This is an optimization exercise on Yosys and OpenROAD, whose aim is small area, not a production implementation.
Where RTL was checked, it was by simulation tests only, not by an equivalence proof against the original.
No functional check of the RTL was part of run 7.
No activity file was given, so power comes from the tool's default toggle rates.

--- flow/design.v ---
`timescale 1ns/1ps
`default_nettype none
module cpuTop (
	input logic clock,
	input logic reset,
	input logic [15:0] memReadData,
	output logic [15:0] memAddr,
	output logic [15:0] memWriteData,
	output logic memWe,
	output logic fetchStrobe
);
	localparam int flagCarry = 0;
	localparam int flagLow = 1;
	localparam int flagFlag = 2;
	localparam int flagZero = 3;
	localparam int flagNeg = 4;
	logic [3:0] phase;
	logic ex1;  
	logic ex2;  
	logic [255:0] rf;  
	logic [15:0] ir;
	logic [15:0] pcq;  
	logic [15:0] tq;  
	logic [4:0] psr;
	logic carry;  
	logic incCarry;  
	logic fEq;  
	logic fLt;  
	wire first = phase == 4'd0;
	wire last = phase == 4'd15;
	wire [15:0] inst = (ex1 && first) ? memReadData : ir;
	wire [3:0] op = inst[15:12];
	wire [3:0] ext = inst[7:4];
	wire [3:0] rdIndex = inst[11:8];
	wire [3:0] rsIndex = inst[3:0];
	wire [3:0] cond = inst[11:8];
	wire opR = op == 4'h0;
	wire opS = op == 4'h4;
	wire isAnd = (opR && ext == 4'h1) || op == 4'h1;
	wire isOr = (opR && ext == 4'h2) || op == 4'h2;
	wire isXor = (opR && ext == 4'h3) || op == 4'h3;
	wire isMov = (opR && ext == 4'hD) || op == 4'hD;
	wire isAdd = (opR && ext == 4'h5) || op == 4'h5;
	wire isCmp = (opR && ext == 4'hB) || op == 4'hB;
	wire isSub = (opR && ext == 4'h9) || op == 4'h9 || isCmp;
	wire isLui = op == 4'hF;
	wire isLsh = (opR && ext == 4'h4) || op == 4'h8;
	wire isBcc = op == 4'hC;
	wire isLoad = opS && ext == 4'h0;
	wire isStor = opS && ext == 4'h4;
	wire isJal = opS && ext == 4'h8;
	wire isJcc = opS && ext == 4'hC;
	wire isLong = isLoad || isStor || isLsh;
	wire setsFlags = isAdd || isSub;
	wire aluWrites = isAnd || isOr || isXor || isMov || isAdd || (isSub && !isCmp) || isLui;
	logic [15:0] lsb;
	always_comb
		for (int r = 0; r < 16; r++)
			lsb[r] = rf[16 * r];
	wire rsBit = lsb[rsIndex];
	wire rdBit = lsb[rdIndex];
	wire immLow = inst[phase[2:0]];
	wire immSigned8 = op == 4'h5 || op == 4'h9 || op == 4'hB || op == 4'hC;
	wire immShift = op == 4'h8;
	logic immBit;
	always_comb begin
		if (phase[3])
			immBit = immSigned8 ? inst[7] : (immShift && inst[3]);
		else if (immShift && phase[2])
			immBit = inst[3];
		else
			immBit = immLow;
	end
	wire bBit = opR ? rsBit : immBit;
	wire aBit = isBcc ? pcq[0] : rdBit;
	wire bEff = bBit ^ isSub;
	wire cin = first ? isSub : carry;
	wire sum = aBit ^ bEff ^ cin;
	wire cout = (aBit & bEff) | (aBit & cin) | (bEff & cin);
	logic aluBit;
	always_comb begin
		if (isAnd)
			aluBit = aBit & bBit;
		else if (isOr)
			aluBit = aBit | bBit;
		else if (isXor)
			aluBit = aBit ^ bBit;
		else if (isMov)
			aluBit = bBit;
		else if (isLui)
			aluBit = phase[3] ? immLow : aBit;
		else
			aluBit = sum;
	end
	wire incSrc = ex2 ? rdBit : pcq[0];
	wire incIn = first | incCarry;
	wire incBit = incSrc ^ incIn;
	wire eqIn = first | fEq;
	wire ltIn = !first & fLt;
	wire differ = aBit ^ bBit;
	logic [4:0] newFlags;
	always_comb begin
		newFlags[flagCarry] = cout ^ isSub;
		newFlags[flagLow] = differ ? aBit : ltIn;
		newFlags[flagFlag] = (aBit == bEff) && (sum != aBit);
		newFlags[flagZero] = eqIn && !differ;
		newFlags[flagNeg] = differ ? bBit : ltIn;
	end
	logic condBase;
	always_comb begin
		case (cond[3:1])
			3'd0: condBase = psr[flagZero];
			3'd1: condBase = psr[flagCarry];
			3'd2: condBase = psr[flagLow];
			3'd3: condBase = psr[flagNeg];
			3'd4: condBase = psr[flagFlag];
			3'd5: condBase = !(psr[flagLow] || psr[flagZero]);
			3'd6: condBase = !(psr[flagNeg] || psr[flagZero]);
			default: condBase = 1'b1;
		endcase
	end
	wire condTrue = condBase ^ cond[0];
	wire [3:0] shAmount = ir[3:0];
	logic [15:0] tapByAmount;
	always_comb
		for (int k = 0; k < 16; k++)
			tapByAmount[k] = tq[(16 - k) % 16];
	wire shLow = phase >= shAmount;
	wire shBit = tapByAmount[shAmount] && (fEq ? shLow : (fLt && !shLow));
	logic rfWe;
	logic rfBit;
	always_comb begin
		rfWe = 1'b0;
		rfBit = aluBit;
		if (ex1) begin
			rfWe = aluWrites || isJal || isLong;
			if (isLong)
				rfBit = pcq[0];
			else if (isJal)
				rfBit = incBit;
		end
		else if (ex2) begin
			rfWe = 1'b1;
			if (isLoad)
				rfBit = first ? memReadData[0] : tq[0];
			else if (isStor)
				rfBit = tq[0];
			else
				rfBit = shBit;
		end
	end
	logic pcBit;
	always_comb begin
		pcBit = incBit;
		if (!ex1 && !ex2)
			pcBit = 1'b0;
		else if (ex1) begin
			if (isLsh)
				pcBit = bBit;
			else if (isLoad || isStor || isJal)
				pcBit = rsBit;
			else if (isJcc && condTrue)
				pcBit = rsBit;
			else if (isBcc && condTrue)
				pcBit = sum;
		end
	end
	wire tBit = ex1 ? rdBit : tq[0];
	wire loadData = ex2 && first && isLoad;
	always_ff @(posedge clock) begin
		for (int r = 0; r < 16; r++)
			rf[16 * r +: 16] <= {(rfWe && rdIndex == 4'(r)) ? rfBit : rf[16 * r],
				rf[16 * r + 1 +: 15]};
		pcq <= {pcBit, pcq[15:1]};
		tq <= {tBit, loadData ? memReadData[15:1] : tq[15:1]};
		ir <= inst;
		if (ex1 && last && isLsh)
			ir[3:0] <= pcq[4:1];  
		carry <= cout;
		incCarry <= incSrc & incIn;
		if (ex1) begin
			if (isLsh) begin
				fEq <= (phase < 4'd4) || (fEq && !bBit);
				fLt <= (phase < 4'd4) || (fLt && bBit);
			end
			else begin
				fEq <= eqIn && !differ;
				fLt <= differ ? aBit : ltIn;
			end
		end
	end
	always_ff @(posedge clock) begin
		if (!reset) begin
			phase <= 4'd0;
			ex1 <= 1'b0;
			ex2 <= 1'b0;
			psr <= '0;
		end
		else begin
			phase <= phase + 4'd1;
			if (last) begin
				ex1 <= !ex1 || !isLong;
				ex2 <= ex1 && isLong;
			end
			if (ex1 && last && setsFlags)
				psr <= newFlags;
		end
	end
	assign memAddr = {pcBit, pcq[15:1]};
	assign memWriteData = {tBit, tq[15:1]};
	assign memWe = ex1 && last && isStor;
	assign fetchStrobe = !(ex1 && isLoad);
endmodule
`default_nettype wire
--- flow/flow/run.sh ---
#!/bin/bash
# The standard layout (standard.sh) with three changes:
# - synthesis maps with an area-only ABC script (flow/abc_area.script, in a
#   copy of the ORFS scripts folder); the rest of synthesis is unchanged,
#   so the registers and their names are the standard synthesis's;
# - the port buffers are buf_1;
# - clock tree synthesis inserts no dummy loads and uses clkbuf_4 clusters.
# Each tool's output goes to the ORFS logs under orfs/logs; make's own
# output goes to standard.log.
set -euo pipefail
here=$(pwd)
rm -rf "$here/scripts"
cp -r "$FLOW_HOME/scripts" "$here/scripts"
cp "$here/flow/abc_area.script" "$here/scripts/abc_area.script"
export BUFFER_PORTS_ARGS="-buffer_cell sky130_fd_sc_hd__buf_1"
export CTS_ARGS="-sink_clustering_enable -repair_clock_nets -dont_use_dummy_load -buf_list sky130_fd_sc_hd__clkbuf_4 -sink_clustering_size 12 -sink_clustering_max_diameter 35"
bash standard.sh SCRIPTS_DIR="$here/scripts" finish > standard.log 2>&1
--- flow/flow/abc_area.script ---
strash
dch -f
amap
--- flow/standard.sh ---
#!/bin/bash
# synth_recipe.tcl (not shown) runs the flow's synth.tcl, then flattens the netlist and writes it again
# the make line also repeats each setting of config.mk as NAME=value (left out here)
make -C /OpenROAD-flow-scripts/flow DESIGN_CONFIG=/design/flow/config.mk WORK_HOME=/design/flow/orfs CLKGATE_MAP_FILE= SYNTH_SCRIPT=/design/flow/synth_recipe.tcl "${@:-finish}"
--- flow/config.mk ---
export PLATFORM = sky130hd
export DESIGN_NAME = cpuTop
export DESIGN_NICKNAME = cpuTop
export VERILOG_FILES = /design/flow/design.v
export SDC_FILE = /design/flow/constraint.sdc
export NUM_CORES = 4
export LEC_CHECK = 0
export ABC_AREA = 1
export CAP_MARGIN = 0
export CORE_MARGIN = 2
export CORE_UTILIZATION = 60
export SLEW_MARGIN = 0
--- flow/constraint.sdc ---
create_clock -name core_clock -period 10.0 [get_ports {clock}]
set_input_delay 2.0000 -clock core_clock [delete_from_list [all_inputs] [get_ports {clock}]]
set_output_delay 2.0000 -clock core_clock [all_outputs]
set_load 0.01 [all_outputs]
==> reports/results.txt, run 1 <==
status -> timing/DRC/antenna clean
Compound-Gate Fraction of Synth Area -> 0.122
Final Max Tran Viols -> 0
Final Hold Fails -> 0
detailed router's first-iteration violation count -> 560
Power Density -> 220 nW/um^2
min-delay worst type -> reg -> reg
required time worst endpoint -> 8.00 ns
HPWL Detailed -> 11.9 mm
post-synth top area share -> 0.735
Root Driver -> clkbuf_4
post-synthesis simple-gate area fraction -> 0.0651
Syn Inst Count -> 713
top cells by count, synth -> dfxtp_1 (317), nor2_1 (79), clkinv_1 (59)
worst setup margin -> 0.725 ns
largest family of logic cells by synthesized area -> compound AO/OA/AOI/OAI gates
Die Y -> 124 um
RSZ-0062 raised after global routing -> false
Leakage -> 3.45 nW
Primary FF master, synth -> dfxtp_1
fraction of registers with async set/reset -> 0
DRT Pass-1 Iters -> 5
Post-CTS Hold Buffers -> 0
clock network power share -> 0.259
Slowest Stage Delay on Critical Path -> 0.70 ns
Tmin final -> 9.28 ns
Crit Path Category -> reg -> out
dpl ws -> 0.971 ns
sequential share of the synthesized area -> 0.742
synth unique cells -> 34
DIE WIDTH -> 124 um
Int Power -> 1.52 mW
total track usage -> 0.225
initial antenna violation count -> 1
final setup fails -> 0
Switching Power -> 0.485 mW
mux share of post-synthesis cell area -> 0
die area -> 15,400 sq um
Clock Latency Late Sink -> 0.62 ns
syn nets -> 742
CTS Buf Count -> 37
Syn. warnings -> 1
Post-DRT Antenna Nets -> 0
Worst-Margin Slew -> 1.25 ns
setup bufs post-CTS -> 0
Yosys reg bits -> 319
drt wl/cell -> 17.5 um
H-tree levels -> 2
slew margin rel. -> 0.166
Longest Clk Path Bufs -> 3
cell mode on critical path -> clkinv_1
final non-filler cell total -> 951
Syn Std Cell Area -> 8630 sq um
vias per cell -> 5.47
WL final -> 16.6 mm
DRC Markers -> 0
Max-cap violations -> 0
Syn Area/Cell -> 12.1 sq um
placer congestion estimate -> 0.858
clk sinks -> 319
final layout net count -> 801
Post-synth EDFFs -> 2
post-route clock period utilization -> 0.928
cell with the most instances after synthesis -> dfxtp_1
Starting Density -> 0.617
row cnt -> 43
first-pass GRT wire length -> 25.7 mm
core area -> 14,000 sq um
CP Capture Type -> primary output
largest area contributor in the netlist -> dfxtp_1
Slowest-stage cell, CP -> nor2_2
top cells by area in the synthesized netlist -> dfxtp_1 (74%), nor2_1 (3.4%), buf_4 (2.8%), o22ai_1 (2.6%), clkinv_1 (2.6%)
Clock Pin Slew Worst Setup and Hold Paths -> 0.11 ns
vias in the first global route -> 4,934
Worst IR Drop VDD -> 0.166 mV
routed via count -> 5,202
Worst EP arrival -> 7.28 ns
Ports -> 52
xor and xnor area share after synthesis -> 0
TNS Setup -> 0 ns
Max Freq -> 108 MHz
Area Growth Syn to Fin -> 5.45%
Buffers on Ports -> 51
critical path, cell by cell -> clkinv_1 -> ha_1 -> nand3_1 -> nor2_2 -> clkinvlp_4 -> o22ai_1 -> clkinv_1 -> a22oi_1 -> o22a_1 -> o22ai_1 -> nor2_1 -> a211oi_1 -> o32ai_1 -> clkinv_1 -> o22ai_1 -> clkinv_1 -> fa_1 -> o32ai_1 -> o221ai_1 -> a21oi_1 -> a21oi_1 -> a21oi_1 -> buf_1
Seq pwr share -> 0.648
CP max FO -> 17
largest net degree at the start of global routing -> 20
CP Launch Type -> flip-flop
combinational power share -> 0.093
dpl cells -> 913
CTS tree -> yes
share of layout cells above drive strength 1 -> 0.0519
Synth Area in Adders -> 0.0168
Clock Skew -> 0.0674 ns
total global routing overflow -> 0
switch share -> 0.242
-- layout by cell type, fill, tap and decap left out, drive strengths merged, types with 2 or more instances in the layout --
cell and n:
nand2 30, a21oi 41, clkbuf 37, a22o 2
o221ai 12, edfxtp 2, ha 10, a22oi 5
a222oi 4, buf 52, nor2 79, a31oi 3
clkinv 58, o22a 16, o221a 2, nor2b 3
a211oi 4, nor3 8, nor4 3, nand3 5
o32ai 4, dfxtp 317, or3 5, o22ai 36
a221oi 7, o21ai 15
-- cell type report --
class / count / area, sq um
repair buffers: 52 / 199
well taps: 180 / 225
fillers: 1079 / 4890
flip-flops and latches: 319 / 6410
inverters: 59 / 225
diodes: 1 / 2.50
clock buffers: 37 / 278
multi-input cells: 303 / 1760
-- logic make-up after synthesis --
kind of cell	after synthesis
AO/OA/AOI/OAI	156
adder cells (fa/ha/maj)	11
buffers and inverters	91
flip-flops	319
AND/OR/NAND/NOR	136
-- final timing paths --
kind	slack, ns	start	end	cells after the start
worst max-delay path	0.72	phase[0]	memAddr[15]	23
worst min-delay path	0.27	rf[239]	rf[238]	0
worst max register to register	1.58	phase[0]	rf[239]	28
worst min register to register	0.27	rf[239]	rf[238]	0
-- worst max-delay path: cells and delay by family (launching register included) --
| family | cells | cell delay [ns] |
|---|---|---|
| buf+inv | 6 | 1.65 |
| fa+ha+maj | 2 | 0.71 |
| flops | 1 | 0.40 |
| simple gates | 3 | 1.08 |
| compound gates | 12 | 2.82 |
-- layer usage --
layer	vias up	share of wire	GRT usage
met2	197	0.45	0.348
met5	-	0	0
met1	2424	0.47	0.308
li1	2537	-	-
met4	0	0.030	0.0969
met3	44	0.056	0.0462
-- stage by stage --
step            util  instance area, sq um  power (mW)  hold WS, ns
2_1_floorplan      -                  8630        1.45        0.310
3_3_place_gp   0.630                  8810        1.51        0.310
3_5_place_dp   0.630                  8810        1.51        0.312
4_1_cts        0.650                  9090        2.02        0.275
5_1_grt        0.651                  9100        2.09        0.274
6_report       0.651                  9100        2.00        0.272
-- power by group through the flow --
stage	Clock [mW]	Combinational, mW	Sequential [mW]
2_1_floorplan	0	0.130	1.32
3_5_place_dp	0	0.184	1.33
6_report	0.519	0.186	1.30
4_1_cts	0.539	0.184	1.30
5_1_grt	0.584	0.208	1.30
3_3_place_gp	0	0.184	1.33
-- state kept, by name, summed over array words and instances, names as in the netlist --
name,cells
carry,1
ex1,1
ex2,1
fEq,1
fLt,1
incCarry,1
ir,16
pcq,16
phase,4
psr,5
rf,256
tq,16
-- repair_timing --
action,CTS,global route
endpoints found under the setup margin,0,1
gates resized for setup,0,2
endpoints found under the hold margin,0,0
==> run 2: changes to the inputs <==
--- a/flow/flow/run.sh
+++ b/flow/flow/run.sh
@@ -15,3 +15,3 @@
 export BUFFER_PORTS_ARGS="-buffer_cell sky130_fd_sc_hd__buf_1"
-export CTS_ARGS="-sink_clustering_enable -repair_clock_nets -dont_use_dummy_load -buf_list sky130_fd_sc_hd__clkbuf_4 -sink_clustering_size 12 -sink_clustering_max_diameter 35"
+export CTS_ARGS="-sink_clustering_enable -repair_clock_nets -dont_use_dummy_load -buf_list sky130_fd_sc_hd__clkbuf_4 -sink_clustering_size 10 -sink_clustering_max_diameter 40"
 bash standard.sh SCRIPTS_DIR="$here/scripts" finish > standard.log 2>&1
--- a/flow/config.mk
+++ b/flow/config.mk
@@ -10,3 +10,3 @@
 export CORE_MARGIN = 2
-export CORE_UTILIZATION = 60
+export CORE_UTILIZATION = 75
 export SLEW_MARGIN = 0
==> reports/results.txt, run 2 <==
top cells by area in the synthesized netlist -> dfxtp_1 (74%), nor2_1 (3.4%), buf_4 (2.8%), o22ai_1 (2.6%), clkinv_1 (2.6%)
Clock Pin Slew Worst Setup and Hold Paths -> 0.11 ns
placer congestion estimate -> 0.903
Resized cells post-CTS -> 0
vias per cell -> 6.27
WHS Path Cells -> 0
total global routing overflow -> 0
Post-CTS Hold Buffers -> 0
Fill cells -> 569
min-delay worst type -> reg -> reg
Worst IR Drop VDD -> 0.159 mV
Max Freq -> 103 MHz
Worst EP arrival -> 7.72 ns
vias in the first global route -> 5,824
slew margin rel. -> 0.129
most flop-heavy register -> rf
Syn Std Cell Area -> 8630 sq um
Leakage -> 3.46 nW
required time worst endpoint -> 8.00 ns
setup bufs post-CTS -> 0
initial antenna violation count -> 1
largest net degree at the start of global routing -> 20
Max-cap violations -> 0
Clock Latency Late Sink -> 0.64 ns
Synth Area in Adders -> 0.0168
final setup fails -> 0
Buffers on Ports -> 51
detailed router's first-iteration violation count -> 793
routed via count -> 5,747
CTS tree -> yes
Area Growth Syn to Fin -> 5.16%
DRT Pass-1 Iters -> 9
cell with the most instances after synthesis -> dfxtp_1
clk sinks -> 319
CP top delay family -> compound AO/OA/AOI/OAI gates
Slowest Stage Delay on Critical Path -> 0.80 ns
die area -> 12,400 sq um
Syn Area/Cell -> 12.1 sq um
Power Density -> 227 nW/um^2
total track usage -> 0.349
Slowest-stage cell, CP -> o22ai_1
final layout net count -> 803
final non-filler cell total -> 916
Ports -> 52
Syn Inst Count -> 713
Tmin final -> 9.72 ns
sequential share of the synthesized area -> 0.742
CP Capture Type -> primary output
syn nets -> 742
DRC Markers -> 0
HPWL Detailed -> 13.9 mm
Worst-Margin Slew -> 1.30 ns
synth unique cells -> 34
Die Y -> 111 um
drt wl/cell -> 23.4 um
CTS Buf Count -> 39
crit path buf inv count -> 5
mux share of post-synthesis cell area -> 0
Compound-Gate Fraction of Synth Area -> 0.122
post-route clock period utilization -> 0.972
Root Driver -> clkbuf_4
xor and xnor area share after synthesis -> 0
critical path, cell by cell -> clkinv_1 -> ha_1 -> nand3_1 -> nor2_2 -> clkinvlp_4 -> o22ai_1 -> clkinv_1 -> nor2_1 -> a222oi_1 -> o22ai_1 -> nor2_1 -> o22ai_1 -> clkinv_1 -> fa_1 -> o32ai_1 -> o221ai_1 -> a21oi_1 -> a21oi_1 -> a21oi_1 -> buf_1
Yosys reg bits -> 319
post-synth top area share -> 0.735
Post-synth EDFFs -> 2
share of layout cells above drive strength 1 -> 0.0557
Syn. warnings -> 1
Longest Clk Path Bufs -> 3
CP max FO -> 17
H-tree levels -> 2
DIE WIDTH -> 111 um
highest-count cells in the layout ignoring fill and taps -> dfxtp_1 (317), nor2_1 (78), clkinv_1 (58), buf_1 (51), a21oi_1 (41)
max reg flops -> 256
fraction of registers with async set/reset -> 0
Crit Path Category -> reg -> out
largest family of logic cells by synthesized area -> compound AO/OA/AOI/OAI gates
Pwr Total -> 2.06 mW
Final Hold Fails -> 0
Critical Path Stages -> 20
Reg2Reg Depth -> 25
final core utilization -> 0.802
first-pass GRT wire length -> 33.0 mm
core area -> 11,300 sq um
dpl cells -> 876
status -> timing/DRC/antenna clean
Starting Density -> 0.762
Final Max Tran Viols -> 0
CP Launch Type -> flip-flop
Post-DRT Antenna Nets -> 0
post-synthesis simple-gate area fraction -> 0.0651
top cells by count, synth -> dfxtp_1 (317), nor2_1 (79), clkinv_1 (59)
largest area contributor in the netlist -> dfxtp_1
WL final -> 21.4 mm
row cnt -> 39
worst hold slack -> 0.247 ns
Primary FF master, synth -> dfxtp_1
commonest non-fill, non-tap cell in the layout -> dfxtp_1
Clock Skew -> 0.110 ns
-- run 2: cell counts after synthesis --
Identical to the previous run, type by type.
-- run 2: worst register-to-register path, stage by stage (launching register included) --
cell and delay (ns):
dfxtp_1 0.40, clkinv_1 0.16, ha_1 0.17, nand3_1 0.21
nor2_2 0.72, clkinvlp_4 0.58, o22ai_1 0.80, clkinv_1 0.58
nor2_1 0.51, a222oi_1 0.24, o22ai_1 0.24, nor2_1 0.15
o22ai_1 0.38, clkinv_1 0.32, fa_1 0.74, nor2_1 0.11
nor3_1 0.21, a211oi_1 0.07, a21oi_1 0.17, o22ai_1 0.08
a22oi_1 0.23, a221oi_1 0.11, a21oi_1 0.16, nor2_1 0.05
nor2b_1 0.99, a21oi_1 0.31
-- run 2: cell type report --
| type | instances | area (sq um) | share of cell area |
|---|---|---|---|
| clock buffers | 39 | 293 | 0.0323 |
| multi-input cells | 303 | 1770 | 0.195 |
| repair buffers | 52 | 199 | 0.0219 |
| flip-flops and latches | 319 | 6410 | 0.706 |
| diodes | 1 | 2.50 | 0.000276 |
| inverters | 59 | 225 | 0.0248 |
| well taps | 143 | 179 | 0.0197 |
-- run 2: path summary, 6_finish.rpt --
check | from | end | slack, ns
worst min register to register | rf[212] | rf[211] | 0.25
worst max register to register | phase[0] | rf[47] | 1.12
worst max-delay path | phase[0] | memAddr[15] | 0.28
worst min-delay path | rf[212] | rf[211] | 0.25
-- run 2: routing by layer --
layer / global-route usage / vias to the layer above / share of wire
met1: 0.432 / 2615 / 0.36
met3: 0.0798 / 145 / 0.11
met2: 0.562 / 442 / 0.46
met5: 0 / - / 0
li1: - / 2545 / -
met4: 0.207 / 0 / 0.070
-- run 2: cells by family (layout without fill, tap and decap cells) --
| logic type | count (synthesis) | in the layout |
|---|---|---|
| AOI/OAI and AO/OA | 156 | 156 |
| adders and majority gates | 11 | 11 |
| buffers and inverters | 91 | 150 |
| DFF | 319 | 319 |
| other | 0 | 1 |
| and+or+nand+nor | 136 | 136 |
-- run 2: through the flow --
stage	instance area, sq um	setup WS [ns]	setup TNS [ns]
finish	9070	0.279	0
global route	9070	-0.0198	-0.0198
CTS	9060	0.0344	0
detailed placement	8770	0.895	0
global placement	8770	1.33	0
floorplan	8630	2.55	0
-- run 2: power breakdown --
group,internal [mW],total (mW),switching [mW]
clock network,0.181,0.562,0.381
logic,0.0604,0.203,0.143
registers,1.29,1.30,0.0121
==> run 3: changes to the inputs <==
--- a/flow/config.mk
+++ b/flow/config.mk
@@ -10,3 +10,3 @@
 export CORE_MARGIN = 2
-export CORE_UTILIZATION = 75
+export CORE_UTILIZATION = 60
 export SLEW_MARGIN = 0
==> reports/results.txt, run 3 <==
crit path buf inv count -> 6
fraction of registers with async set/reset -> 0
Clock Latency Late Sink -> 0.63 ns
dpl ws -> 0.971 ns
Post-DRT Antenna Nets -> 0
CP Capture Type -> primary output
routed via count -> 5,188
HPWL Detailed -> 11.9 mm
synth unique cells -> 34
first-pass GRT wire length -> 25.9 mm
TNS Setup -> 0 ns
Clock Skew -> 0.113 ns
RSZ-0062 raised after global routing -> false
switch share -> 0.243
DIE WIDTH -> 124 um
placer congestion estimate -> 0.858
Syn Std Cell Area -> 8630 sq um
drt wl/cell -> 17.6 um
Post-synth EDFFs -> 2
max reg flops -> 256
final layout net count -> 804
CP Launch Type -> flip-flop
vias in the first global route -> 5,007
syn nets -> 742
critical path, cell by cell -> clkinv_1 -> ha_1 -> nand3_1 -> nor2_2 -> clkinvlp_4 -> o22ai_1 -> clkinv_1 -> a22oi_1 -> o22a_1 -> o22ai_1 -> nor2_1 -> a211oi_1 -> o32ai_1 -> clkinv_1 -> o22ai_1 -> clkinv_1 -> fa_1 -> o32ai_1 -> o221ai_1 -> a21oi_1 -> a21oi_1 -> a21oi_1 -> buf_1
core area -> 14,000 sq um
H-tree levels -> 2
Yosys reg bits -> 319
Max-cap violations -> 0
Worst-Margin Slew -> 1.27 ns
total track usage -> 0.226
min-delay worst type -> reg -> reg
Crit Path Category -> reg -> out
Area Growth Syn to Fin -> 5.71%
Slowest-stage cell, CP -> nor2_2
Leakage -> 3.47 nW
Worst IR Drop VDD -> 0.162 mV
Post-CTS Hold Buffers -> 0
top cells by count, synth -> dfxtp_1 (317), nor2_1 (79), clkinv_1 (59)
top cells by area in the synthesized netlist -> dfxtp_1 (74%), nor2_1 (3.4%), buf_4 (2.8%), o22ai_1 (2.6%), clkinv_1 (2.6%)
commonest non-fill, non-tap cell in the layout -> dfxtp_1
largest net degree at the start of global routing -> 20
Slowest Stage Delay on Critical Path -> 0.69 ns
initial antenna violation count -> 1
row cnt -> 43
DRC Markers -> 0
share of layout cells above drive strength 1 -> 0.0556
Buffers on Ports -> 51
worst setup margin -> 0.773 ns
Power Density -> 222 nW/um^2
clk sinks -> 319
Final Max Tran Viols -> 0
Syn Inst Count -> 713
CTS Buf Count -> 40
highest-count cells in the layout ignoring fill and taps -> dfxtp_1 (317), nor2_1 (78), clkinv_1 (58), buf_1 (51), a21oi_1 (41)
die area -> 15,400 sq um
Primary FF master, synth -> dfxtp_1
total global routing overflow -> 0
largest area contributor in the netlist -> dfxtp_1
Final Hold Fails -> 0
worst hold slack -> 0.302 ns
Syn Area/Cell -> 12.1 sq um
status -> timing/DRC/antenna clean
Root Driver -> clkbuf_4
Seq pwr share -> 0.641
required time worst endpoint -> 8.00 ns
Int Power -> 1.53 mW
slew margin rel. -> 0.148
Longest Clk Path Bufs -> 3
Tmin final -> 9.23 ns
detailed router's first-iteration violation count -> 527
Worst EP arrival -> 7.23 ns
post-route clock period utilization -> 0.923
most flop-heavy register -> rf
cell mode on critical path -> clkinv_1
Starting Density -> 0.617
vias per cell -> 5.44
setup bufs post-CTS -> 0
Fill cells -> 1,071
combinational power share -> 0.092
CP top delay family -> compound AO/OA/AOI/OAI gates
clock network power share -> 0.267
CP max FO -> 17
sequential share of the synthesized area -> 0.742
post-synth top area share -> 0.735
cell with the most instances after synthesis -> dfxtp_1
Max Freq -> 108 MHz
WL final -> 16.8 mm
Ports -> 52
CTS tree -> yes
Clock Pin Slew Worst Setup and Hold Paths -> 0.10 ns
Die Y -> 124 um
DRT Pass-1 Iters -> 6
final setup fails -> 0
Switching Power -> 0.492 mW
Syn. warnings -> 1
run 3: logic make-up after synthesis:
family	share of synthesized area
AO/OA/AOI/OAI	0.122
adder cells (fa/ha/maj)	0.0168
buffers and inverters	0.0535
flip-flops	0.742
AND/OR/NAND/NOR	0.0651
run 3: final timing paths:
| kind | from | to | slack (ns) | cells after the start |
|---|---|---|---|---|
| hold / removal | rf[62] | rf[61] | 0.30 | 0 |
| hold reg to reg | rf[62] | rf[61] | 0.30 | 0 |
| setup / recovery | phase[0] | memAddr[15] | 0.77 | 23 |
| setup reg to reg | phase[0] | rf[239] | 1.69 | 28 |
run 3: worst register-to-register path: cells and delay by family (launching register included):
| kind | cells | cell delay, ns |
|---|---|---|
| DFF | 1 | 0.37 |
| AOI/OAI and AO/OA | 14 | 3.19 |
| buffers and inverters | 5 | 1.49 |
| and+or+nand+nor | 7 | 2.32 |
| adders and majority gates | 2 | 0.77 |
run 3: power by group through the flow:
stage | Sequential, mW | Clock [mW] | Combinational, mW
global route | 1.30 | 0.603 | 0.208
CTS | 1.30 | 0.560 | 0.184
detailed placement | 1.33 | 0 | 0.184
floorplan | 1.32 | 0 | 0.130
finish | 1.30 | 0.539 | 0.187
global placement | 1.33 | 0 | 0.184
run 3: final cells by class:
cell class,instances,area (sq um),share of cell area
antenna,1,2.50,0.000274
tap,180,225,0.0247
inverter,59,225,0.0247
sequential,319,6410,0.702
clock buffer,40,300,0.0329
timing repair buffer,52,199,0.0218
multi-input combinational,303,1760,0.193
run 3: metal layers:
layer  share of wire  up-vias  global-route usage  wire length, um
met4           0.034        0               0.102              578
met5               0        -                   0                0
met2            0.44      203               0.352             7410
li1                -     2542                   -                -
met3           0.063       46              0.0485             1060
met1            0.46     2397               0.306             7740
run 3: per-stage QoR:
stage	utilization	total power, mW	instance area, sq um	std cells
2_1_floorplan	-	1.45	8630	713
3_3_place_gp	0.630	1.51	8810	913
3_5_place_dp	0.630	1.51	8810	913
4_1_cts	0.652	2.04	9110	953
5_1_grt	0.652	2.11	9120	954
6_report	0.652	2.02	9120	954
run 3: repair_timing:
item | in CTS | in global routing
setup endpoints to repair | 0 | 1
hold endpoints to repair | 0 | 0
gates resized for setup | 0 | 2
==> run 4: changes to the inputs <==
--- a/flow/design.v
+++ b/flow/design.v
@@ -211,3 +211,3 @@
 	assign memWe = ex1 && last && isStor;
-	assign fetchStrobe = !(ex1 && isLoad);
+	assign fetchStrobe = last && !(ex1 && isLong);  
 endmodule
==> reports/results.txt, run 4 <==
row cnt -> 43
Final Hold Fails -> 0
core area -> 13,900 sq um
post-route clock period utilization -> 0.911
DRT Pass-1 Iters -> 5
Clock Latency Late Sink -> 0.63 ns
status -> timing/DRC/antenna clean
CP Launch Type -> flip-flop
fraction of registers with async set/reset -> 0
commonest non-fill, non-tap cell in the layout -> dfxtp_1
Resized cells post-CTS -> 0
Syn Std Cell Area -> 8600 sq um
sequential share of the synthesized area -> 0.745
Slowest Stage Delay on Critical Path -> 0.64 ns
Max-cap violations -> 0
Die Y -> 124 um
Final Max Tran Viols -> 0
Buffers on Ports -> 51
drt wl/cell -> 18.0 um
synth unique cells -> 34
vias in the first global route -> 5,113
largest net degree at the start of global routing -> 20
required time worst endpoint -> 8.00 ns
Area Growth Syn to Fin -> 5.92%
Post-CTS Hold Buffers -> 0
clk sinks -> 319
Crit Path Category -> reg -> out
Clock Pin Slew Worst Setup and Hold Paths -> 0.11 ns
first-pass GRT wire length -> 26.7 mm
DRC Markers -> 0
final core utilization -> 0.654
Longest Clk Path Bufs -> 3
crit path buf inv count -> 7
Syn. warnings -> 1
vias per cell -> 5.49
die area -> 15,300 sq um
CP top delay family -> compound AO/OA/AOI/OAI gates
Primary FF master, synth -> dfxtp_1
syn nets -> 734
Worst IR Drop VDD -> 0.157 mV
top cells by area in the synthesized netlist -> dfxtp_1 (74%), nor2_1 (3.2%), buf_4 (2.8%), a21oi_1 (2.7%), o22ai_1 (2.5%)
CTS Buf Count -> 40
CTS tree -> yes
slew margin rel. -> 0.507
setup bufs post-CTS -> 0
post-synth top area share -> 0.738
Leakage -> 3.47 nW
final layout net count -> 799
CP max FO -> 17
Power Density -> 222 nW/um^2
Worst EP arrival -> 7.11 ns
Syn Area/Cell -> 12.2 sq um
largest area contributor in the netlist -> dfxtp_1
DIE WIDTH -> 124 um
H-tree levels -> 2
total track usage -> 0.233
Tmin final -> 9.11 ns
detailed router's first-iteration violation count -> 486
final non-filler cell total -> 949
placer congestion estimate -> 0.869
Root Driver -> clkbuf_4
most flop-heavy register -> rf
Pwr Total -> 2.02 mW
initial antenna violation count -> 2
Starting Density -> 0.617
highest-count cells in the layout ignoring fill and taps -> dfxtp_1 (317), nor2_1 (74), clkinv_1 (53), buf_1 (51), a21oi_1 (46)
routed via count -> 5,214
Post-synth EDFFs -> 2
Worst-Margin Slew -> 0.737 ns
Max Freq -> 110 MHz
share of layout cells above drive strength 1 -> 0.0573
cell mode on critical path -> clkinv_1
Ports -> 52
cell with the most instances after synthesis -> dfxtp_1
dpl cells -> 908
CP Capture Type -> primary output
Yosys reg bits -> 319
final setup fails -> 0
Slowest-stage cell, CP -> o32ai_1
min-delay worst type -> reg -> reg
worst hold slack -> 0.283 ns
Fill cells -> 1,025
HPWL Detailed -> 12.3 mm
top cells by count, synth -> dfxtp_1 (317), nor2_1 (74), clkinv_1 (53)
RSZ-0062 raised after global routing -> false
Post-DRT Antenna Nets -> 0
total global routing overflow -> 0
TNS Setup -> 0 ns
Clock Skew -> 0.0752 ns
max reg flops -> 256
Syn Inst Count -> 705
WL final -> 17.1 mm
run 4: cell types whose count changed in the layout (fill, tap and decap cells not counted), sizes merged, moves of 2 or more:
cell,before,now
a211oi,4,9
a21oi,41,46
clkinv,58,53
nor2,79,74
nor3,8,12
buf,52,55
a22oi,5,3
nor2b,3,1
o22ai,36,34
run 4: area by class of cell:
| type | count | area, sq um | area share |
|---|---|---|---|
| clock buffer | 40 | 300 | 0.0330 |
| multi-input combinational | 301 | 1750 | 0.193 |
| antenna | 1 | 2.50 | 0.000275 |
| inverter | 53 | 199 | 0.0218 |
| timing repair buffer | 55 | 221 | 0.0243 |
| tap | 180 | 225 | 0.0247 |
| sequential | 319 | 6410 | 0.703 |
run 4: kinds of logic after synthesis:
logic type                 count (synthesis)  synth area share
adders and majority gates                 11            0.0169
and+or+nand+nor                          130            0.0621
AOI/OAI and AO/OA                        160             0.125
DFF                                      319             0.745
buffers and inverters                     85            0.0511
run 4: metrics by stage:
stage	worst slack, ns	instance area [sq um]
after floorplan	2.46	8600
after global placement	1.74	8810
after detailed placement	1.55	8810
after CTS	0.970	9110
after global routing	0.224	9110
final	0.889	9110
run 4: worst register-to-register path: cells and delay by family, from the launching register on:
kind / cells / cell delay (ns)
buffers and inverters: 7 / 1.95
AO/OA/AOI/OAI: 15 / 3.29
AND/OR/NAND/NOR: 6 / 0.82
adder cells (fa/ha/maj): 2 / 0.77
flip-flops: 1 / 0.41
run 4: path summary, 6_finish.rpt:
kind                               endpoint     start  slack, ns  cells after the start
worst max-delay path            memAddr[15]  phase[0]       0.89                     25
worst min-delay path                rf[110]   rf[111]       0.28                      0
worst max register to register       rf[15]  phase[0]       2.58                     30
worst min register to register      rf[110]   rf[111]       0.28                      0
run 4: power by group:
part | switching, mW | internal [mW]
logic | 0.126 | 0.0617
clock network | 0.350 | 0.185
registers | 0.0101 | 1.29
run 4: metal layers:
| metal | GRT usage | part of all wire | vias up |
|---|---|---|---|
| li1 | - | - | 2539 |
| met1 | 0.305 | 0.45 | 2443 |
| met2 | 0.374 | 0.46 | 192 |
| met3 | 0.0517 | 0.061 | 40 |
| met4 | 0.0987 | 0.027 | 0 |
| met5 | 0 | 0 | - |
==> run 5: changes to the inputs <==
--- a/flow/design.v
+++ b/flow/design.v
@@ -211,3 +211,3 @@
 	assign memWe = ex1 && last && isStor;
-	assign fetchStrobe = last && !(ex1 && isLong);  
+	assign fetchStrobe = !(ex1 && isLoad);
 endmodule
--- a/flow/flow/run.sh
+++ b/flow/flow/run.sh
@@ -15,3 +15,3 @@
 export BUFFER_PORTS_ARGS="-buffer_cell sky130_fd_sc_hd__buf_1"
-export CTS_ARGS="-sink_clustering_enable -repair_clock_nets -dont_use_dummy_load -buf_list sky130_fd_sc_hd__clkbuf_4 -sink_clustering_size 10 -sink_clustering_max_diameter 40"
+export CTS_ARGS="-sink_clustering_enable -repair_clock_nets -dont_use_dummy_load -buf_list sky130_fd_sc_hd__clkbuf_16 -sink_clustering_size 32 -sink_clustering_max_diameter 60"
 bash standard.sh SCRIPTS_DIR="$here/scripts" finish > standard.log 2>&1
==> reports/results.txt, run 5 <==
status -> timing/DRC/antenna clean
Synth Area in Adders -> 0.0168
Power Density -> 229 nW/um^2
slew margin rel. -> 0.101
post-synth top area share -> 0.735
clk sinks -> 319
hold path start -> rf[154]
Final Hold Fails -> 0
sequential share of the synthesized area -> 0.742
Final Max Tran Viols -> 0
Post-DRT Antenna Nets -> 0
WHS Path Cells -> 0
Starting Density -> 0.617
Worst IR Drop VDD -> 0.187 mV
Reg2Reg Depth -> 28
Clock Skew -> 0.0658 ns
Die Y -> 124 um
core area -> 14,000 sq um
mux share of post-synthesis cell area -> 0
row cnt -> 43
Syn. warnings -> 1
vias in the first global route -> 4,779
final layout net count -> 779
Syn Inst Count -> 713
Slowest-stage cell, CP -> nor2_2
Buffers on Ports -> 51
most flop-heavy register -> rf
syn nets -> 742
Syn Std Cell Area -> 8630 sq um
final core utilization -> 0.657
Fill cells -> 1,043
first-pass GRT wire length -> 26.1 mm
post-synthesis simple-gate area fraction -> 0.0651
Multi-input gate area -> 1760 sq um
total track usage -> 0.226
Root Driver -> clkbuf_16
Leakage -> 3.47 nW
highest-count cells in the layout ignoring fill and taps -> dfxtp_1 (317), nor2_1 (78), clkinv_1 (59), buf_1 (51), a21oi_1 (41)
Longest Clk Path Bufs -> 3
Max Freq -> 108 MHz
CTS tree -> yes
Syn Area/Cell -> 12.1 sq um
DIE WIDTH -> 124 um
routed via count -> 5,092
cell mode on critical path -> clkinv_1
Max-cap violations -> 0
fraction of registers with async set/reset -> 0
post-route clock period utilization -> 0.927
Area Growth Syn to Fin -> 6.51%
register area -> 6410 sq um
commonest non-fill, non-tap cell in the layout -> dfxtp_1
ant diodes -> 0
share of layout cells above drive strength 1 -> 0.0227
top cells by area in the synthesized netlist -> dfxtp_1 (74%), nor2_1 (3.4%), buf_4 (2.8%), o22ai_1 (2.6%), clkinv_1 (2.6%)
R2R setup slack -> 1.46 ns
WL final -> 17.0 mm
cell with the most instances after synthesis -> dfxtp_1
vias per cell -> 5.49
final setup fails -> 0
CP max FO -> 17
reg2reg start -> phase[1]
max reg flops -> 256
top cells by count, synth -> dfxtp_1 (317), nor2_1 (79), clkinv_1 (59)
CTS Buf Count -> 15
Worst EP arrival -> 7.27 ns
Clock Pin Slew Worst Setup and Hold Paths -> 0.11 ns
Slowest Stage Delay on Critical Path -> 0.66 ns
Worst Hold End -> rf[153]
RSZ-0062 raised after global routing -> false
min-delay worst type -> reg -> reg
largest family of logic cells by synthesized area -> compound AO/OA/AOI/OAI gates
TNS Setup -> 0 ns
die area -> 15,400 sq um
Ports -> 52
required time worst endpoint -> 8.00 ns
largest area contributor in the netlist -> dfxtp_1
initial antenna violation count -> 0
Tmin final -> 9.27 ns
DRC Markers -> 0
total global routing overflow -> 0
drt wl/cell -> 18.3 um
CP Launch Point -> phase[1]
reg2reg end -> rf[239]
detailed router's first-iteration violation count -> 647
Clock Latency Late Sink -> 0.50 ns
Yosys reg bits -> 319
critical path, cell by cell -> clkinv_1 -> ha_1 -> nand3_1 -> nor2_2 -> clkinv_1 -> o22ai_1 -> clkinv_1 -> a22oi_1 -> o22a_1 -> o22ai_1 -> nor2_1 -> a211oi_1 -> o32ai_1 -> clkinv_1 -> o22ai_1 -> clkinv_1 -> fa_1 -> o32ai_1 -> o221ai_1 -> a21oi_1 -> a21oi_1 -> a21oi_1 -> buf_1
DRT Pass-1 Iters -> 8
Compound-Gate Fraction of Synth Area -> 0.122
CP Capture Type -> primary output
xor and xnor area share after synthesis -> 0
Crit Path Category -> reg -> out
HPWL Detailed -> 11.9 mm
worst hold slack -> 0.330 ns
Post-synth EDFFs -> 2
CP Launch Type -> flip-flop
largest net degree at the start of global routing -> 33
placer congestion estimate -> 0.858
Worst-Margin Slew -> 1.35 ns
Primary FF master, synth -> dfxtp_1
synth unique cells -> 34
H-tree levels -> 1
[run 5: cell count changes after synthesis, moves of 2 or more]
cell	previous run	this run
a211oi_1	9	4
a22oi_1	3	5
nor3_1	12	8
clkinv_1	53	59
nor2b_1	1	3
o22ai_1	34	36
a21oi_1	46	41
nor2_1	74	79
[run 5: where the power goes]
group	switching [mW]	total [mW]	internal, mW
clock network	0.348	0.619	0.271
logic	0.129	0.188	0.0590
registers	0.0105	1.30	1.29
[run 5: worst max-delay path by stage]
stage                   to  slack [ns]  cells after the start
2_1_floorplan  memAddr[15]        2.55                     18
3_3_place_gp   memAddr[15]        1.39                     23
3_5_place_dp   memAddr[15]        0.97                     23
4_1_cts        memAddr[15]        0.48                     23
5_1_grt        memAddr[15]        0.18                     23
6_report       memAddr[15]        0.73                     23
[run 5: metrics by stage]
step | setup WS [ns] | power (mW) | instances | cell area (sq um)
6_report | 0.726 | 2.10 | 928 | 9190
5_1_grt | 0.181 | 2.18 | 928 | 9190
4_1_cts | 0.475 | 2.11 | 928 | 9190
3_5_place_dp | 0.971 | 1.51 | 913 | 8810
3_3_place_gp | 1.39 | 1.51 | 913 | 8810
2_1_floorplan | 2.55 | 1.45 | 713 | 8630
[run 5: worst max-delay path, delay by kind of cell, from the launching register on]
| kind | cells | cell delay, ns |
|---|---|---|
| adder cells (fa/ha/maj) | 2 | 0.70 |
| buffers and inverters | 6 | 1.71 |
| flip-flops | 1 | 0.38 |
| AO/OA/AOI/OAI | 12 | 2.94 |
| AND/OR/NAND/NOR | 3 | 1.04 |
[run 5: final cells by class]
class,count,area share
inverters,59,0.0241
clock buffers,15,0.0408
well taps,180,0.0245
repair buffers,52,0.0216
multi-input cells,303,0.192
flip-flops and latches,319,0.697
[run 5: metal layers]
metal | vias to the layer above | routed length [um] | GRT usage
li1 | 2480 | - | -
met1 | 2349 | 7890 | 0.321
met2 | 221 | 7540 | 0.359
met3 | 42 | 1020 | 0.0334
met4 | 0 | 547 | 0.0744
met5 | - | 0 | 0
[run 5: cells by family (layout without fill, tap and decap cells)]
group | after synthesis | in the layout
buf+inv | 91 | 126
flops | 319 | 319
compound gates | 156 | 156
simple gates | 136 | 136
fa+ha+maj | 11 | 11
[run 5: repair_timing]
action | CTS | global route
hold buffers | 0 | 0
buffers inserted | 0 | 0
setup endpoints to repair | 0 | 1
gates resized for setup | 0 | 1
endpoints found under the hold margin | 0 | 0
==> run 6: changes to the inputs <==
--- a/flow/flow/run.sh
+++ b/flow/flow/run.sh
@@ -15,3 +15,3 @@
 export BUFFER_PORTS_ARGS="-buffer_cell sky130_fd_sc_hd__buf_1"
-export CTS_ARGS="-sink_clustering_enable -repair_clock_nets -dont_use_dummy_load -buf_list sky130_fd_sc_hd__clkbuf_16 -sink_clustering_size 32 -sink_clustering_max_diameter 60"
+export CTS_ARGS="-sink_clustering_enable -repair_clock_nets -dont_use_dummy_load -buf_list sky130_fd_sc_hd__clkbuf_8 -sink_clustering_size 20 -sink_clustering_max_diameter 40"
 bash standard.sh SCRIPTS_DIR="$here/scripts" finish > standard.log 2>&1
==> reports/results.txt, run 6 <==
Syn Area/Cell -> 12.1 sq um
total track usage -> 0.221
first-pass GRT wire length -> 25.5 mm
synth unique cells -> 34
CP Capture Type -> primary output
post-synth top area share -> 0.735
DIE WIDTH -> 124 um
CTS Buf Count -> 28
Starting Density -> 0.617
mux share of post-synthesis cell area -> 0
RSZ-0062 raised after global routing -> false
sequential share of the synthesized area -> 0.742
vias in the first global route -> 4,860
Yosys reg bits -> 319
row cnt -> 43
ant diodes -> 0
Worst IR Drop VDD -> 0.150 mV
total global routing overflow -> 0
Ports -> 52
Tmin final -> 9.35 ns
CP top delay family -> compound AO/OA/AOI/OAI gates
Syn. warnings -> 1
TNS Setup -> 0 ns
crit path buf inv count -> 6
Final Max Tran Viols -> 0
Compound-Gate Fraction of Synth Area -> 0.122
Buffers on Ports -> 51
Placement Cell Area -> 8810 sq um
Longest Clk Path Bufs -> 3
Syn Std Cell Area -> 8630 sq um
clk sinks -> 319
Synth Area in Adders -> 0.0168
Primary FF master, synth -> dfxtp_1
Clock Skew -> 0.105 ns
max reg flops -> 256
CP Launch Type -> flip-flop
Design Area, Final -> 9200 sq um
Slowest Stage Delay on Critical Path -> 0.65 ns
post-route clock period utilization -> 0.935
Worst EP arrival -> 7.35 ns
critical path, cell by cell -> clkinv_1 -> ha_1 -> nand3_1 -> nor2_2 -> clkinv_1 -> o22ai_1 -> clkinv_1 -> a22oi_1 -> o22a_1 -> o22ai_1 -> nor2_1 -> a211oi_1 -> o32ai_1 -> clkinv_1 -> o22ai_1 -> clkinv_1 -> fa_1 -> o32ai_1 -> o221ai_1 -> a21oi_1 -> a21oi_1 -> a21oi_1 -> buf_1
Critical Path Stages -> 23
DRC Markers -> 0
WL final -> 16.6 mm
detailed router's first-iteration violation count -> 485
placer congestion estimate -> 0.858
final setup fails -> 0
largest area contributor in the netlist -> dfxtp_1
die area -> 15,400 sq um
top cells by count, synth -> dfxtp_1 (317), nor2_1 (79), clkinv_1 (59)
cell with the most instances after synthesis -> dfxtp_1
CP max FO -> 17
xor and xnor area share after synthesis -> 0
fraction of registers with async set/reset -> 0
Post-synth EDFFs -> 2
Power Density -> 227 nW/um^2
DRT Pass-1 Iters -> 5
Crit Path Category -> reg -> out
Final Hold Fails -> 0
routed via count -> 5,178
highest-count cells in the layout ignoring fill and taps -> dfxtp_1 (317), nor2_1 (78), clkinv_1 (59), buf_1 (51), a21oi_1 (41)
H-tree levels -> 1
required time worst endpoint -> 8.00 ns
Root Driver -> clkbuf_8
Leakage -> 3.48 nW
largest net degree at the start of global routing -> 21
commonest non-fill, non-tap cell in the layout -> dfxtp_1
Max Freq -> 107 MHz
Die Y -> 124 um
cell mode on critical path -> clkinv_1
min-delay worst type -> reg -> reg
Pwr Total -> 2.08 mW
share of layout cells above drive strength 1 -> 0.0394
Reg2Reg Depth -> 28
most flop-heavy register -> rf
WHS Path Cells -> 0
Area Growth Syn to Fin -> 6.63%
status -> timing/DRC/antenna clean
CTS tree -> yes
slew margin rel. -> 0.158
vias per cell -> 5.50
Clock Pin Slew Worst Setup and Hold Paths -> 0.09 ns
top cells by area in the synthesized netlist -> dfxtp_1 (74%), nor2_1 (3.4%), buf_4 (2.8%), o22ai_1 (2.6%), clkinv_1 (2.6%)
largest family of logic cells by synthesized area -> compound AO/OA/AOI/OAI gates
Syn Inst Count -> 713
initial antenna violation count -> 0
final layout net count -> 792
Clock Latency Late Sink -> 0.58 ns
Max-cap violations -> 0
Slowest-stage cell, CP -> nor2_2
syn nets -> 742
HPWL Detailed -> 11.9 mm
Post-DRT Antenna Nets -> 0
core area -> 14,000 sq um
drt wl/cell -> 17.7 um
Worst-Margin Slew -> 1.26 ns
post-synthesis simple-gate area fraction -> 0.0651
## run 6: cell types whose count changed in the layout (fill, tap and decap cells not counted), sizes merged
cell	previous run	this run
clkbuf	15	28
## run 6: layer usage
layer / share of wire / routed length [um] / vias to the layer above / track usage
met4: 0.035 / 582 / 0 / 0.0850
li1: - / - / 2499 / -
met2: 0.44 / 7330 / 217 / 0.345
met5: 0 / 0 / - / 0
met1: 0.46 / 7610 / 2412 / 0.308
met3: 0.066 / 1100 / 50 / 0.0398
## run 6: final timing paths
kind                                from     endpoint  slack, ns
worst max-delay path            phase[0]  memAddr[15]       0.65
worst min-delay path             rf[171]      rf[170]       0.27
worst max register to register  phase[0]      rf[239]       1.55
worst min register to register   rf[171]      rf[170]       0.27
## run 6: final cells by class
type,instances,area [sq um]
Timing Repair Buffer,52,199
Clock buffer,28,385
Multi-Input combinational cell,303,1760
Sequential cell,319,6410
Fill cell,1040,4790
Tap cell,180,225
Inverter,59,221
## run 6: cells by family after synthesis
group,count (synthesis)
flops,319
buf+inv,91
fa+ha+maj,11
simple gates,136
compound gates,156
## run 6: what timing repair did
action | CTS | global route
hold buffers | 0 | 0
endpoints found under the hold margin | 0 | 0
setup endpoints to repair | 0 | 1
setup buffers | 0 | 0
gates resized for setup | 0 | 1
## run 6: stage by stage
stage	util	hold WS (ns)	instances	worst slack, ns
after floorplan	-	0.310	713	2.55
after global placement	0.630	0.310	913	1.39
after detailed placement	0.630	0.312	913	0.971
after CTS	0.658	0.268	941	0.328
after global routing	0.658	0.260	941	0.00321
final	0.658	0.267	941	0.652
## run 6: where the power goes
| group | internal, mW | switching, mW |
|---|---|---|
| registers | 1.29 | 0.0102 |
| logic | 0.0590 | 0.127 |
| clock network | 0.248 | 0.353 |
| total | 1.59 | 0.491 |
==> run 7: changes to the inputs <==
--- a/flow/design.v
+++ b/flow/design.v
@@ -25,3 +25,2 @@
 	logic carry;  
-	logic incCarry;  
 	logic fEq;  
@@ -74,7 +73,11 @@
 	wire bBit = opR ? rsBit : immBit;
-	wire aBit = isBcc ? pcq[0] : rdBit;
+	wire aBit = rdBit;
 	wire bEff = bBit ^ isSub;
-	wire cin = first ? isSub : carry;
-	wire sum = aBit ^ bEff ^ cin;
-	wire cout = (aBit & bEff) | (aBit & cin) | (bEff & cin);
+	logic condTrue;
+	wire taken = isBcc && condTrue;
+	wire addA = (ex2 && !isLong) ? pcq[0] : rdBit;
+	wire addB = ex2 ? (taken && immBit) : bEff;
+	wire cin = first ? (ex2 ? !taken : isSub) : carry;
+	wire sum = addA ^ addB ^ cin;
+	wire cout = (addA & addB) | (addA & cin) | (addB & cin);
 	logic aluBit;
@@ -94,5 +97,2 @@
 	end
-	wire incSrc = ex2 ? rdBit : pcq[0];
-	wire incIn = first | incCarry;
-	wire incBit = incSrc ^ incIn;
 	wire eqIn = first | fEq;
@@ -121,3 +121,3 @@
 	end
-	wire condTrue = condBase ^ cond[0];
+	assign condTrue = condBase ^ cond[0];
 	wire [3:0] shAmount = ir[3:0];
@@ -135,10 +135,8 @@
 		if (ex1) begin
-			rfWe = aluWrites || isJal || isLong;
+			rfWe = aluWrites || isLong;
 			if (isLong)
 				rfBit = pcq[0];
-			else if (isJal)
-				rfBit = incBit;
 		end
 		else if (ex2) begin
-			rfWe = 1'b1;
+			rfWe = isLong || isJal;
 			if (isLoad)
@@ -147,4 +145,6 @@
 				rfBit = tq[0];
+			else if (isLsh)
+				rfBit = shBit;
 			else
-				rfBit = shBit;
+				rfBit = sum;  
 		end
@@ -153,3 +153,3 @@
 	always_comb begin
-		pcBit = incBit;
+		pcBit = sum;
 		if (!ex1 && !ex2)
@@ -159,9 +159,9 @@
 				pcBit = bBit;
-			else if (isLoad || isStor || isJal)
+			else if (isLoad || isStor)
 				pcBit = rsBit;
-			else if (isJcc && condTrue)
-				pcBit = rsBit;
-			else if (isBcc && condTrue)
-				pcBit = sum;
-		end
+			else
+				pcBit = pcq[0];
+		end
+		else if (isJal || (isJcc && condTrue))
+			pcBit = rsBit;
 	end
@@ -179,3 +179,2 @@
 		carry <= cout;
-		incCarry <= incSrc & incIn;
 		if (ex1) begin
@@ -201,4 +200,4 @@
 			if (last) begin
-				ex1 <= !ex1 || !isLong;
-				ex2 <= ex1 && isLong;
+				ex1 <= !ex1;
+				ex2 <= ex1;
 			end
@@ -211,3 +210,3 @@
 	assign memWe = ex1 && last && isStor;
-	assign fetchStrobe = !(ex1 && isLoad);
+	assign fetchStrobe = last && !ex1;  
 endmodule
--- a/flow/flow/run.sh
+++ b/flow/flow/run.sh
@@ -15,3 +15,3 @@
 export BUFFER_PORTS_ARGS="-buffer_cell sky130_fd_sc_hd__buf_1"
-export CTS_ARGS="-sink_clustering_enable -repair_clock_nets -dont_use_dummy_load -buf_list sky130_fd_sc_hd__clkbuf_8 -sink_clustering_size 20 -sink_clustering_max_diameter 40"
+export CTS_ARGS="-sink_clustering_enable -repair_clock_nets -dont_use_dummy_load -buf_list sky130_fd_sc_hd__clkbuf_4 -sink_clustering_size 10 -sink_clustering_max_diameter 40"
 bash standard.sh SCRIPTS_DIR="$here/scripts" finish > standard.log 2>&1
==> reports/results.txt, run 7 <==
DRC Markers -> 0
TNS Setup -> 0 ns
WL final -> 16.9 mm
Syn Area/Cell -> 12.1 sq um
cell with the most instances after synthesis -> dfxtp_1
Area Growth Syn to Fin -> 5.65%
Ports -> 52
largest net degree at the start of global routing -> 24
die area -> 15,200 sq um
share of layout cells above drive strength 1 -> 0.0532
top cells by count, synth -> dfxtp_1 (316), nor2_1 (76), clkinv_1 (52)
required time worst endpoint -> 8.00 ns
placer congestion estimate -> 0.898
total track usage -> 0.230
RSZ-0062 raised after global routing -> false
top cells by area in the synthesized netlist -> dfxtp_1 (74%), nor2_1 (3.3%), o22ai_1 (3.1%), a21oi_1 (2.9%), buf_4 (2.8%)
max reg flops -> 256
Yosys reg bits -> 318
Clock Pin Slew Worst Setup and Hold Paths -> 0.09 ns
Worst EP arrival -> 7.27 ns
Final Hold Fails -> 0
HPWL Detailed -> 12.3 mm
CTS Buf Count -> 39
Int Power -> 1.54 mW
dpl cells -> 911
Max-cap violations -> 0
Resized cells post-CTS -> 0
Reg2Reg Depth -> 27
hold path start -> rf[182]
WHS Path Cells -> 0
final layout net count -> 799
Syn Std Cell Area -> 8570 sq um
first-pass GRT wire length -> 26.3 mm
core area -> 13,900 sq um
DIE WIDTH -> 123 um
worst setup margin -> 0.726 ns
Die Y -> 123 um
status -> timing/DRC/antenna clean
CP Capture Type -> primary output
DRT Pass-1 Iters -> 5
CTS tree -> yes
Post-DRT Antenna Nets -> 0
largest area contributor in the netlist -> dfxtp_1
Worst-Margin Slew -> 1.28 ns
post-synth top area share -> 0.739
ant diodes -> 0
Final Max Tran Viols -> 0
final core utilization -> 0.649
syn nets -> 737
Buffers on Ports -> 51
R2R setup slack -> 1.55 ns
Seq pwr share -> 0.631
synth unique cells -> 32
Clock Skew -> 0.0642 ns
combinational power share -> 0.112
setup bufs post-CTS -> 0
Post-synth EDFFs -> 2
Syn. warnings -> 1
drt wl/cell -> 17.8 um
Root Driver -> clkbuf_4
most flop-heavy register -> rf
clock network power share -> 0.257
clk sinks -> 318
sequential share of the synthesized area -> 0.746
post-route clock period utilization -> 0.927
Post-CTS Hold Buffers -> 0
initial antenna violation count -> 0
Starting Density -> 0.615
Max Freq -> 108 MHz
Worst IR Drop VDD -> 0.162 mV
Primary FF master, synth -> dfxtp_1
Switching Power -> 0.515 mW
CP max FO -> 17
routed via count -> 5,202
Syn Inst Count -> 710
commonest non-fill, non-tap cell in the layout -> dfxtp_1
Power Density -> 227 nW/um^2
Clock Latency Late Sink -> 0.61 ns
Leakage -> 3.46 nW
Fill cells -> 1,047
min-delay worst type -> reg -> reg
switch share -> 0.251
dpl ws -> 1.43 ns
slew margin rel. -> 0.145
reg2reg end -> rf[239]
fraction of registers with async set/reset -> 0
total global routing overflow -> 0
final setup fails -> 0
detailed router's first-iteration violation count -> 460
reg2reg start -> phase[0]
Longest Clk Path Bufs -> 3
H-tree levels -> 2
worst hold slack -> 0.273 ns
final non-filler cell total -> 950
row cnt -> 43
vias per cell -> 5.48
Worst Hold End -> rf[181]
CP Launch Type -> flip-flop
Tmin final -> 9.27 ns
highest-count cells in the layout ignoring fill and taps -> dfxtp_1 (316), nor2_1 (76), clkinv_1 (52), buf_1 (51), a21oi_1 (50)
Crit Path Category -> reg -> out
vias in the first global route -> 5,012
==> run 7: final cells by class <==
type                       count  area (sq um)  area share
clock buffer                  39           293      0.0324
inverter                      52           195      0.0216
multi-input combinational    308          1740       0.193
sequential                   318          6390       0.706
tap                          180           225      0.0249
timing repair buffer          53           206      0.0228
==> run 7: power groups by stage <==
| stage | sequential (mW) | clock, mW | combinational [mW] |
|---|---|---|---|
| finish | 1.30 | 0.528 | 0.230 |
| global route | 1.30 | 0.596 | 0.253 |
| CTS | 1.30 | 0.554 | 0.227 |
| detailed placement | 1.32 | 0 | 0.226 |
| global placement | 1.32 | 0 | 0.229 |
| floorplan | 1.32 | 0 | 0.160 |
==> run 7: critical path: stages, from the launching register on <==
cell and delay, ns:
dfxtp_1 0.36, clkinv_1 0.15, ha_1 0.17, nand3_1 0.20
nor2_1 0.89, clkinv_1 0.71, o22ai_1 0.86, clkinv_1 0.45
a22oi_1 0.31, o21ai_0 0.11, nor2_1 0.11, a31oi_1 0.05
a22oi_1 0.39, o22ai_1 0.21, clkinv_1 0.19, o22ai_1 0.15
a21oi_1 0.23, fa_1 0.53, a221oi_1 0.29, o32a_1 0.21
buf_1 0.16
==> run 7: metal layers <==
layer,up-vias,GRT usage,part of all wire
li1,2551,-,-
met5,-,0,0
met3,37,0.0517,0.074
met4,0,0.102,0.027
met2,202,0.350,0.45
met1,2412,0.317,0.45
==> run 7: worst max path at each step <==
stage                               from           to  slack (ns)  cells after the start
final                           phase[0]  memAddr[15]        0.73                     20
after global routing            phase[0]  memAddr[15]        0.19                     20
after CTS                       phase[0]  memAddr[15]        0.81                     20
after detailed placement        phase[0]  memAddr[15]        1.43                     20
after global placement          phase[0]  memAddr[15]        1.85                     20
after floorplan           memReadData[0]  memAddr[15]        2.90                     15
==> run 7: cells by family (layout without fill, tap and decap cells) <==
logic type,Yosys count,count (layout),synth area share
buffers and inverters,84,144,0.0508
AO/OA/AOI/OAI,165,165,0.125
adder cells (fa/ha/maj),9,9,0.0140
AND/OR/NAND/NOR,134,134,0.0646
flip-flops,318,318,0.746
==> run 7: per-stage QoR <==
stage | total power, mW | instance area [sq um]
final | 2.05 | 9050
after global routing | 2.15 | 9050
after CTS | 2.08 | 9050
after detailed placement | 1.55 | 8760
after global placement | 1.55 | 8760
after floorplan | 1.48 | 8570
==> run 8: changes to the inputs <==
--- a/flow/design.v
+++ b/flow/design.v
@@ -60,3 +60,3 @@
 	wire rdBit = lsb[rdIndex];
-	wire immLow = inst[phase[2:0]];
+	wire immLow = first ? inst[0] : tq[0];
 	wire immSigned8 = op == 4'h5 || op == 4'h9 || op == 4'hB || op == 4'hC;
@@ -93,3 +93,3 @@
 		else if (isLui)
-			aluBit = phase[3] ? immLow : aBit;
+			aluBit = phase[3] ? tq[8] : aBit;
 		else
@@ -167,4 +167,5 @@
 	end
-	wire tBit = ex1 ? rdBit : tq[0];
-	wire loadData = ex2 && first && isLoad;
+	wire tBit = (ex1 && (isStor || isLsh)) ? rdBit : tq[0];
+	wire tLoad = first && (ex1 || isLoad);  
+	wire tLoadTop = first && !(isStor || isLsh);
 	always_ff @(posedge clock) begin
@@ -174,3 +175,3 @@
 		pcq <= {pcBit, pcq[15:1]};
-		tq <= {tBit, loadData ? memReadData[15:1] : tq[15:1]};
+		tq <= {tLoadTop ? memReadData[0] : tBit, tLoad ? memReadData[15:1] : tq[15:1]};
 		ir <= inst;
==> reports/results.txt, run 8 <==
status -> timing/DRC/antenna clean
R2R setup slack -> 1.48 ns
total track usage -> 0.220
post-route clock period utilization -> 0.919
Post-synth EDFFs -> 2
syn nets -> 736
Worst IR Drop VDD -> 0.163 mV
Syn Std Cell Area -> 8540 sq um
dpl cells -> 909
required time worst endpoint -> 8.00 ns
Longest Clk Path Bufs -> 3
fraction of registers with async set/reset -> 0
CTS tree -> yes
highest-count cells in the layout ignoring fill and taps -> dfxtp_1 (316), nor2_1 (77), clkinv_1 (56), a21oi_1 (51), buf_1 (51)
detailed router's first-iteration violation count -> 518
final layout net count -> 798
Starting Density -> 0.615
HPWL Detailed -> 11.4 mm
Worst Hold End -> rf[108]
Final Hold Fails -> 0
WHS Path Cells -> 0
reg2reg start -> phase[0]
Final Max Tran Viols -> 0
most flop-heavy register -> rf
row cnt -> 43
DIE WIDTH -> 123 um
top cells by count, synth -> dfxtp_1 (316), nor2_1 (77), clkinv_1 (56)
Fill cells -> 1,047
max reg flops -> 256
reg2reg end -> rf[31]
Die Y -> 123 um
Resized cells post-CTS -> 0
CP Launch Type -> flip-flop
Root Driver -> clkbuf_4
setup bufs post-CTS -> 0
GRT busiest layer -> met2
Clock Latency Late Sink -> 0.63 ns
vias per cell -> 5.42
Tmin final -> 9.19 ns
total global routing overflow -> 0
slew margin rel. -> 0.184
min-delay worst type -> reg -> reg
Syn Inst Count -> 709
synth unique cells -> 35
met1 usage -> 0.302
TNS Setup -> 0 ns
DRT Pass-1 Iters -> 7
cell mode on critical path -> clkinv_1
hold path start -> rf[109]
commonest non-fill, non-tap cell in the layout -> dfxtp_1
Crit Path Category -> reg -> out
Max-cap violations -> 0
CTS Buf Count -> 40
routed via count -> 5,154
H-tree levels -> 2
final non-filler cell total -> 951
M2 GR Usage -> 0.337
die area -> 15,200 sq um
placer congestion estimate -> 0.875
Post-CTS Hold Buffers -> 0
Power Density -> 246 nW/um^2
Design Area, Final -> 9030 sq um
Clock Pin Slew Worst Setup and Hold Paths -> 0.10 ns
RSZ-0062 raised after global routing -> false
Worst EP arrival -> 7.19 ns
CP Launch Point -> phase[0]
CP max FO -> 17
Leakage -> 3.46 nW
DRC Markers -> 0
sequential share of the synthesized area -> 0.748
Worst-Margin Slew -> 1.22 ns
initial antenna violation count -> 1
Ports -> 52
met3 Track Usage GR -> 0.0438
largest area contributor in the netlist -> dfxtp_1
Max Freq -> 109 MHz
Buffers on Ports -> 51
WL final -> 16.0 mm
Slowest Stage Delay on Critical Path -> 0.99 ns
cell with the most instances after synthesis -> dfxtp_1
top cells by area in the synthesized netlist -> dfxtp_1 (74%), nor2_1 (3.4%), o22ai_1 (3.1%), a21oi_1 (3.0%), buf_4 (2.8%)
Post-DRT Antenna Nets -> 0
clk sinks -> 318
Primary FF master, synth -> dfxtp_1
final setup fails -> 0
Slowest-stage cell, CP -> nor2_1
largest net degree at the start of global routing -> 24
Reg2Reg Depth -> 24
post-synth top area share -> 0.741
vias in the first global route -> 4,934
core area -> 13,900 sq um
drt wl/cell -> 16.9 um
CP Capture Type -> primary output
Syn Area/Cell -> 12.0 sq um
Syn. warnings -> 1
Clock Skew -> 0.0681 ns
Area Growth Syn to Fin -> 5.73%
first-pass GRT wire length -> 25.3 mm
Yosys reg bits -> 318
Placement Cell Area -> 8730 sq um
share of layout cells above drive strength 1 -> 0.0533
critical path, cell by cell -> clkinv_1 -> ha_1 -> nand3_1 -> nor2_1 -> clkinv_1 -> o22ai_1 -> clkinv_1 -> o221ai_1 -> a21oi_1 -> o32ai_1 -> o22ai_1 -> clkinv_1 -> o22ai_1 -> a21oi_1 -> fa_1 -> nand2_1 -> o2111ai_1 -> o21ai_0 -> buf_1
## run 8: cell types whose count changed after synthesis, sizes merged, moves of 2 or more
cell and delta:
o32a -2, a31oi -2, a211oi -4, nand2 -2, clkinv +4, nor4 -3, a22oi +2
## run 8: final cells by class
| cell class | count | area (sq um) | area share |
|---|---|---|---|
| multi-input cells | 303 | 1710 | 0.189 |
| repair buffers | 52 | 199 | 0.0220 |
| flip-flops and latches | 318 | 6390 | 0.707 |
| diodes | 2 | 5.00 | 0.000554 |
| clock buffers | 40 | 300 | 0.0333 |
| inverters | 56 | 210 | 0.0233 |
| well taps | 180 | 225 | 0.0249 |
## run 8: critical path: cells and delay by family (launching register included)
family	cells	cell delay, ns
buffers and inverters	5	1.70
AND/OR/NAND/NOR	3	1.32
AO/OA/AOI/OAI	9	2.54
adder cells (fa/ha/maj)	2	0.69
flip-flops	1	0.34
## run 8: layer usage
metal | part of all wire | routed length [um]
met4 | 0.032 | 517
met5 | 0 | 0
met2 | 0.44 | 7020
met3 | 0.072 | 1160
met1 | 0.46 | 7350
## run 8: where the power goes
part	internal, mW	switching (mW)
clock	0.185	0.354
sequential	1.32	0.0373
combinational	0.117	0.209
## run 8: worst max-delay path by stage
stage	to	slack, ns
finish	memAddr[15]	0.81
global route	memAddr[15]	0.25
CTS	memAddr[15]	0.94
detailed placement	memAddr[15]	1.62
global placement	memAddr[15]	2.14
floorplan	memAddr[15]	3.09
## run 8: kinds of logic (layout without fill, tap and decap cells)
logic type,Yosys count,in the layout,share of synthesized area
AND/OR/NAND/NOR,132,132,0.0636
adder cells (fa/ha/maj),9,9,0.0141
buffers and inverters,88,148,0.0527
flip-flops,318,318,0.748
AO/OA/AOI/OAI,162,162,0.122
other,0,2,0
## run 8: through the flow
step | util | hold slack, ns | setup WS [ns] | power [mW]
floorplan | - | 0.310 | 3.09 | 1.64
global placement | 0.629 | 0.310 | 2.14 | 1.70
detailed placement | 0.629 | 0.312 | 1.62 | 1.70
CTS | 0.650 | 0.301 | 0.939 | 2.24
global route | 0.651 | 0.317 | 0.249 | 2.33
finish | 0.651 | 0.308 | 0.807 | 2.22

## port drivers added, routing unchanged
No port has a modelled driver above. Below, the same layouts with a new extraction and two added sets of constraints.
Step 1: set_driving_cell puts a clkbuf_16 on clock and a buf_2 on each other input, an assumption about the parent block.
Step 2, shift: input delay + t, output delay - t, t = (earliest + latest rising clock arrival at the registers) / 2. This alone moves slack from input paths to output paths.
Slacks: ideal ports / drivers / drivers and shift; pairs: ideal ports / drivers.
| run | t (ns) | slack for setup (ns) |
|---|---|---|
| run 1 | 0.631 | 0.725 / 0.686 / 1.317 |
| run 2 | 0.625 | 0.279 / 0.238 / 0.863 |
| run 3 | 0.616 | 0.773 / 0.735 / 1.350 |
| run 4 | 0.631 | 0.889 / 0.851 / 1.452 |
| run 5 | 0.507 | 0.726 / 0.684 / 1.191 |
| run 6 | 0.570 | 0.652 / 0.616 / 1.186 |
| run 7 | 0.611 | 0.726 / 0.692 / 1.303 |
| run 8 | 0.637 | 0.807 / 0.771 / 1.408 |
After both steps setup and hold are still met in every run listed.
